Source: an optimization exercise on an open RTL-to-GDS flow (aim: small area, a short achievable clock period and few clock cycles per item). Production flows keep margins and buffers that such runs may drop.
Only simulation tests tie the RTL to the original design; equivalence was not proved.
Power and IR drop assume default switching activity.

## quartz
// mult_16x16
module mult_16x16 (
  input  logic        clk,
  input  logic        rst_n,
  input  logic        in_valid,
  output logic        in_ready,
  input  logic [15:0] in_a,
  input  logic [15:0] in_b,
  output logic        out_valid,
  input  logic        out_ready,
  output logic [31:0] out_product
);
For scale: ~200 flip-flops, about 70 I/O pins, about 0.013 sq mm of cells after synthesis.
export LEC_CHECK = 0
export CAP_MARGIN = 20
export CORE_MARGIN = 2
export CORE_UTILIZATION = 40
export CTS_BUF_LIST = sky130_fd_sc_hd__clkbuf_4 sky130_fd_sc_hd__clkbuf_8
export SETUP_SLACK_MARGIN = 1.6
export SLEW_MARGIN = 20
create_clock -name core_clock -period 4.0 [get_ports {clk}]
standard.sh (not shown) runs the stock make flow with config.mk's settings and CLKGATE_MAP_FILE= SYNTH_SCRIPT=/design/flow/synth_recipe.tcl, a recipe that flattens the netlist after the stock synthesis.
==> flow/flow/run.sh <==
#!/bin/bash
# Own flow: the standard layout (standard.sh), with Yosys's synth run with -noabc so the
# pre-mapping "abc -fast" pass does not run before ORFS extracts full/half adders (it leaves
# the adders with inverted polarity and an inverter on most adder-to-adder nets). The rest of
# synthesis (-nofsm -noshare via synth_recipe.tcl, flatten, rename) and every later step are the
# standard ones. Each tool's output goes to a log file in the work folder.
set -euo pipefail
extra=()
if [[ -f flow/extra.mk ]]; then
  while read -r line; do [[ -n "$line" && "$line" != \#* ]] && extra+=("$line"); done < flow/extra.mk
fi
bash standard.sh SYNTH_ARGS=-noabc "${extra[@]}" finish > standard_flow.log 2>&1
The final layout from quartz, which completed every stage, passed the timing, DRC and antenna checks at the end of the flow.
Testbench counts of quartz, summed over its fixed seeds: cycles 32,024, items 32,000.
diff inputs: quartz => indigo
- changing CORE_UTILIZATION from 40 to 80
[summary]
Min arrival time reported for the critical path endpoint across quartz and indigo: quartz
In the reports for quartz and indigo, the smaller critical path depth belongs to indigo.
Taking quartz as the reference point, the global-route usage of indigo rises by 26 points.
The share of the core filled with cells reported for indigo is greater than that of quartz by 45 points.
indigo vs quartz: final cell count without fillers down
Here is what was changed in the inputs of willow compared with indigo.
- CORE_UTILIZATION now 60, was 80
- ABC_AREA now 1, previously not set
[summary]
The total number of tap cells of willow exceeds that of indigo by about 32%. The share of total power in combinational logic of willow falls short of that of indigo by 4.4 points. Slowest cell on the critical path: fa_2 -> indigo, fa_1 -> willow. NOTE: final period utilization in willow falls short of that of indigo. Post-cts repair resize count, willow vs indigo: up by more than 10%. Of willow and indigo, indigo shows the lower layout overhead on the synthesized area, with willow above it. Ratio of routed vias to standard cells of willow falls short of that of indigo by more than a quarter.
Modified inputs, tundra compared to willow
- swapping 60 for 40 in CORE_UTILIZATION
- clearing ABC_AREA, which used to be 1
- clearing CTS_BUF_LIST, which used to be sky130_fd_sc_hd__clkbuf_4 sky130_fd_sc_hd__clkbuf_8
Results
Taking willow as the reference, in tundra global-route met2 utilization down 12 points; core box area grew by about 43%; area growth from synthesis to layout now sits higher; worst setup margin saw an increase.
[compare] base=willow new=tundra: cell count decreased 257; design internal power climbed about 7%.

========
## run a
mult_16x16, a different RTL version from the one above (not shown whole).
Size: ~1200 cells after synthesis, ~180 flip-flops, ~70 I/O pins.
make LEC_CHECK=0 CAP_MARGIN=20 CORE_MARGIN=2 CORE_UTILIZATION=40 SETUP_SLACK_MARGIN=1.2 SLEW_MARGIN=20 finish   # period 4.0 ns
run.sh (not shown) runs the stock make flow with config.mk's settings and CLKGATE_MAP_FILE= SYNTH_SCRIPT=/design/flow/synth_recipe.tcl, a recipe that flattens the netlist after the stock synthesis.
Stock flow here: none of the scripts above is used.
Run a: full flow OK, the timing, DRC and antenna checks passed
Testbench counts of run a, summed over its fixed seeds: cycles 32,016, items 32,000.
Inputs modified between run a and run b:
diff --git a/flow/config.mk b/flow/config.mk
--- a/flow/config.mk
+++ b/flow/config.mk
@@ -10,3 +10,3 @@
 export CORE_UTILIZATION = 40
-export SETUP_SLACK_MARGIN = 1.2
+export SETUP_SLACK_MARGIN = 1.6
 export SLEW_MARGIN = 20
Between run b and run a, the iteration count of the initial detailed-routing pass is higher for run a. The total routing resource utilization after global routing of run b exceeds that of run a by 1.1 points. | sequential share of layout area | run b vs run a | 3.6 points lower |. Worst IR drop on VDD, run b and run a: smaller value in run a. Run b: number of global-route vias before repair 6.5% above run a. [compare] base=run a new=run b: global routing usage on met3 decreased 0.65 points, final-layout setup total negative slack shows no meaningful change.

========
mult_16x16 with an RTL version that a note above also has.
For scale: about 0.013 sq mm of cells after synthesis.
==> flow/design.v (excerpt) <==
module mult_16x16 (
  input  logic        clk,
  input  logic        rst_n,
  input  logic        in_valid,
  output logic        in_ready,
  input  logic [15:0] in_a,
  input  logic [15:0] in_b,
  output logic        out_valid,
  input  logic        out_ready,
  output logic [31:0] out_product
);
  logic [2:0] v;
  logic [2:0] ld;
  assign ld[2] = !v[2] || out_ready;
  assign ld[1] = !v[1] || ld[2];
  assign ld[0] = !v[0] || ld[1];
  assign in_ready  = ld[0];
  assign out_valid = v[2];
  always_ff @(posedge clk) begin
    if (!rst_n) begin
      v <= '0;
    end else begin
      if (ld[0]) v[0] <= in_valid;
      if (ld[1]) v[1] <= v[0];
      if (ld[2]) v[2] <= v[1];
    end
  end
  logic xa1;
  logic xa2;
  logic xa3;
  logic xa4;
  logic xa5;
  logic xa6;
  logic xa7;
  logic xa8;
  logic xa9;
  logic xa10;
  logic xa11;
  logic xa12;
  logic xa13;
  logic xa14;
  logic xa15;
  logic xa16;
  logic xb17;
  logic xb18;
  logic xb19;
  logic xb20;
  logic xb21;
  logic xb22;
  logic xb23;
  logic xb24;
  logic xb25;
  logic xb26;
  logic xb27;
  logic xb28;
  logic xb29;
  logic xb30;
  logic xb31;
  logic xb32;
  logic pp33;
  logic pp34;
  logic pp35;
  logic pp36;
  logic pp37;
  logic pp38;
  logic pp39;
  logic pp40;
  logic pp41;
  logic pp42;
  logic pp43;
  logic pp44;
  logic pp45;
  logic pp46;
  logic pp47;
  logic pp48;
  logic pp49;
  logic pp50;
  logic pp51;
  logic pp52;
  logic pp53;
  logic pp54;
  logic pp55;
  logic pp56;
  logic pp57;
  logic pp58;
  logic pp59;
  logic pp60;
  logic pp61;
  logic pp62;
  logic pp63;
  logic pp64;
  logic pp65;
  logic pp66;
  logic pp67;
  logic pp68;
  logic pp69;
  logic pp70;
  logic pp71;
  logic pp72;
  logic pp73;
  logic pp74;
  logic pp75;
  logic pp76;
  logic pp77;
  logic pp78;
  logic pp79;
  logic pp80;
  logic pp81;
  logic pp82;
  logic pp83;
  logic pp84;
  logic pp85;
  logic pp86;
  logic pp87;
  logic pp88;
  logic pp89;
  logic pp90;
  logic pp91;
  logic pp92;
  logic pp93;
  logic pp94;
  logic pp95;
  logic pp96;
  logic pp97;
  logic pp98;
  logic pp99;
  logic pp100;
  logic pp101;
  logic pp102;
  logic pp103;
  logic pp104;
  logic pp105;
  logic pp106;
  logic pp107;
  logic pp108;
  logic pp109;
  logic pp110;
  logic pp111;
  logic pp112;
  logic pp113;
  logic pp114;
  ...
==> flow/config.mk <==
export PLATFORM = sky130hd
export DESIGN_NAME = mult_16x16
export DESIGN_NICKNAME = mult_16x16
export VERILOG_FILES = /design/flow/design.v
export SDC_FILE = /design/flow/constraint.sdc
export NUM_CORES = 4
export LEC_CHECK = 0
export CAP_MARGIN = 20
export CORE_MARGIN = 2
export CORE_UTILIZATION = 70
export CTS_BUF_LIST = sky130_fd_sc_hd__clkbuf_4 sky130_fd_sc_hd__clkbuf_8
export SETUP_SLACK_MARGIN = 1.8
export SLEW_MARGIN = 20
==> flow/constraint.sdc <==
create_clock -name core_clock -period 4.0 [get_ports {clk}]
set_input_delay 0.8000 -clock core_clock [delete_from_list [all_inputs] [get_ports {clk}]]
set_output_delay 0.8000 -clock core_clock [all_outputs]
set_load 0.01 [all_outputs]
standard.sh (not shown) runs the stock make flow with config.mk's settings and CLKGATE_MAP_FILE= SYNTH_SCRIPT=/design/flow/synth_recipe.tcl, a recipe that flattens the netlist after the stock synthesis.
Scripts as last shown in full above: flow/flow/run.sh
The baseline finished with timing, DRC and antenna clean.
Testbench counts at the start, summed over its fixed seeds: cycles 32,024, items 32,000.
==> next run, changes <==
==> flow/flow/extra.mk (new file) <==
ADDER_MAP_FILE=
Settings changed: SETUP_SLACK_MARGIN 1.8 to 1.6.
Effect:
- hold slack stays flat
- via count came out higher by 44%
- design area went up by about 5%
- routed wire length increases by about 7.5%
- clock skew grows by 0.0054 ns
- fmax rose by 4.2%
==> next run, changes <==
removed: flow/flow/extra.mk
Effect: The changed run completed without violations; power drops by about 10%; setup slack got worse by 0.080 ns; synthesized cell count decreases by 40%; design area goes down by 10%; sequential power came out lower by about 3%.
==> next run, changes <==
Settings changed: CORE_UTILIZATION 70 to 60, CTS_BUF_LIST sky130_fd_sc_hd__clkbuf_4 sky130_fd_sc_hd__clkbuf_8 to not set.
Outcome:
- The new run finished clean
- clock power went up by 27%
- wire length went down by 0.43%
- critical path depth is unchanged
- setup slack gains 0.0039 ns
==> next run, changes <==
==> flow/flow/extra.mk (new file) <==
BUFFER_PORTS_ARGS=-buffer_cell sky130_fd_sc_hd__buf_2
Settings changed: CORE_UTILIZATION 60 to 70, CTS_BUF_LIST set to sky130_fd_sc_hd__clkbuf_4 sky130_fd_sc_hd__clkbuf_8.
Utilization climbs by 8.3 points.
Maximum frequency went down by 1.2%.
Non-clock buffer count went down by 16.
Register-to-register slack loses 0.03 ns.
Synthesized area does not change.
Worst hold slack gains 0.014 ns.
Via count decreases by 1.3%.
Sequential power is about the same.
Power drops by 4.3%.
Final cell count goes down by 5.0%.

========
mult_16x16 again, from the RTL that the note above started with.
## mult_16x16
module mult_16x16 (
  input  logic        clk,
  input  logic        rst_n,
  input  logic        in_valid,
  output logic        in_ready,
  input  logic [15:0] in_a,
  input  logic [15:0] in_b,
  output logic        out_valid,
  input  logic        out_ready,
  output logic [31:0] out_product
);
  logic [2:0] v;
  logic [2:0] ld;
  assign ld[2] = !v[2] || out_ready;
  assign ld[1] = !v[1] || ld[2];
  assign ld[0] = !v[0] || ld[1];
  assign in_ready  = ld[0];
  assign out_valid = v[2];
  always_ff @(posedge clk) begin
    if (!rst_n) begin
      v <= '0;
    end else begin
      if (ld[0]) v[0] <= in_valid;
      if (ld[1]) v[1] <= v[0];
      if (ld[2]) v[2] <= v[1];
    end
  end
  logic xa1;
  logic xa2;
  logic xa3;
  logic xa4;
  logic xa5;
  logic xa6;
  logic xa7;
  logic xa8;
  logic xa9;
  logic xa10;
  logic xa11;
  logic xa12;
  logic xa13;
  logic xa14;
  logic xa15;
  logic xa16;
  logic xb17;
  logic xb18;
  logic xb19;
  logic xb20;
  logic xb21;
  logic xb22;
  logic xb23;
  logic xb24;
  logic xb25;
  logic xb26;
  logic xb27;
  logic xb28;
  ...
==> flow/config.mk <==
export PLATFORM = sky130hd
export DESIGN_NAME = mult_16x16
export DESIGN_NICKNAME = mult_16x16
export VERILOG_FILES = /design/flow/design.v
export SDC_FILE = /design/flow/constraint.sdc
export NUM_CORES = 4
export LEC_CHECK = 0
export CAP_MARGIN = 20
export CORE_MARGIN = 2
export CORE_UTILIZATION = 70
export CTS_BUF_LIST = sky130_fd_sc_hd__clkbuf_4 sky130_fd_sc_hd__clkbuf_8
export GPL_ROUTABILITY_DRIVEN = 0
export SETUP_SLACK_MARGIN = 1.6
export SLEW_MARGIN = 20
==> flow/constraint.sdc <==
create_clock -name core_clock -period 4.0 [get_ports {clk}]
set_input_delay 0.8000 -clock core_clock [delete_from_list [all_inputs] [get_ports {clk}]]
set_output_delay 0.8000 -clock core_clock [all_outputs]
set_load 0.01 [all_outputs]
==> flow/flow/extra.mk <==
BUFFER_PORTS_ARGS=-buffer_cell sky130_fd_sc_hd__buf_2
Scripts as last shown in full above: flow/flow/run.sh
The baseline ran to the end with no violations.
Testbench counts at the start, summed over its fixed seeds: cycles 32,024, items 32,000.
Rerun with:
- GPL_ROUTABILITY_DRIVEN: 0 -> not set
- SETUP_SLACK_MARGIN: 1.6 -> 1.7
What happened: The new run passed the timing, DRC and antenna checks. Die area stays the same. Total power grows by 6.1%. Via count grows by 1.2%. Routed wire length grows by 5.5%. Maximum frequency grows by 0.43%. Global-route usage grows by 1.3 points. Worst hold slack barely changes. Critical path depth is unchanged. Clock-buffer cell count does not change. Design area grows by 2.5%.

========
Setup of run D:
Starting RTL as in the previous note.
==> flow/design.v (excerpt) <==
module mult_16x16 (
  input  logic        clk,
  input  logic        rst_n,
  input  logic        in_valid,
  output logic        in_ready,
  input  logic [15:0] in_a,
  input  logic [15:0] in_b,
  output logic        out_valid,
  input  logic        out_ready,
  output logic [31:0] out_product
);
Settings: LEC_CHECK=0, CAP_MARGIN=20, CORE_MARGIN=2, CORE_UTILIZATION=70, CTS_BUF_LIST=sky130_fd_sc_hd__clkbuf_4 sky130_fd_sc_hd__clkbuf_8, SETUP_SLACK_MARGIN=1.4, SLEW_MARGIN=20; clock period 4.0 ns.
Scripts as last shown in full above: flow/flow/run.sh
Testbench counts of run D, summed over its fixed seeds: cycles 32,024, items 32,000.
> inputs changed (run D -> run P)
Settings: a change of SLEW_MARGIN from 20 to 0; a change of SETUP_SLACK_MARGIN from 1.4 to 1.6; a change of CAP_MARGIN from 20 to 0.
Results
Across both runs, final worst hold slack was higher for run P than for run D.
The routed wire length of run P exceeds that of run D by 3.0%.
Higher met1 routed wirelength after detailed routing among run P and run D: run P
Between run P and run D, it is run P whose count of non-filler cells in the finished layout is higher, by 9.

## port drivers added, routing unchanged
The flow's constraints put no driver on any port. The routed layouts listed below were extracted and timed again, unchanged, in two steps.
Step 1 assumes that a clkbuf_16 drives the clock port and a buf_2 every other input.
Step 2 moves the port delays by t, midway between the first and last clock arrival at a register: inputs arrive t later, outputs are due t later. That takes back most of the time a late clock gives input paths.
Slacks: ideal / step 1 / step 2; pairs: ideal / step 1.
run | t, ns | slack for setup (ns) | latest minus earliest clock arrival (ns) | slew at the worst register clock pin (ns)
quartz | 0.514 | 1.496 / 1.496 / 1.091 | 0.020 / 0.021 | 0.11 / 0.11
indigo | 0.536 | 1.317 / 1.317 / 1.005 | 0.022 / 0.023 | 0.12 / 0.12
willow | 0.518 | 1.469 / 1.469 / 1.081 | 0.026 / 0.025 | 0.12 / 0.12
tundra | 0.483 | 1.496 / 1.496 / 1.099 | 0.012 / 0.013 | 0.08 / 0.08
run a | 0.495 | 1.114 / 1.065 / 0.746 | 0.016 / 0.016 | 0.08 / 0.08
run b | 0.493 | 1.041 / 0.990 / 0.942 | 0.017 / 0.017 | 0.08 / 0.08
the first run of note 3 | 0.499 | 1.462 / 1.462 / 1.123 | 0.018 / 0.018 | 0.11 / 0.11
the second run of note 3 | 0.508 | 1.564 / 1.563 / 1.055 | 0.020 / 0.021 | 0.12 / 0.12
the third run of note 3 | 0.507 | 1.483 / 1.483 / 1.068 | 0.020 / 0.020 | 0.11 / 0.11
the fourth run of note 3 | 0.484 | 1.487 / 1.487 / 1.088 | 0.021 / 0.020 | 0.08 / 0.08
the fifth run of note 3 | 0.491 | 1.457 / 1.457 / 1.115 | 0.021 / 0.021 | 0.11 / 0.11
the first run of note 4 | 0.506 | 1.432 / 1.432 / 1.086 | 0.024 / 0.023 | 0.12 / 0.12
the second run of note 4 | 0.500 | 1.443 / 1.443 / 1.182 | 0.023 / 0.023 | 0.12 / 0.12
run D | 0.512 | 1.370 / 1.391 / 0.878 | 0.019 / 0.019 | 0.11 / 0.11
run P | 0.497 | 1.479 / 1.479 / 1.075 | 0.017 / 0.017 | 0.11 / 0.11
After both steps every run listed still meets setup and hold. The setup slack of the second run of note 3, which loses most, moves by -0.001 ns with the drivers and by -0.509 ns with both steps.
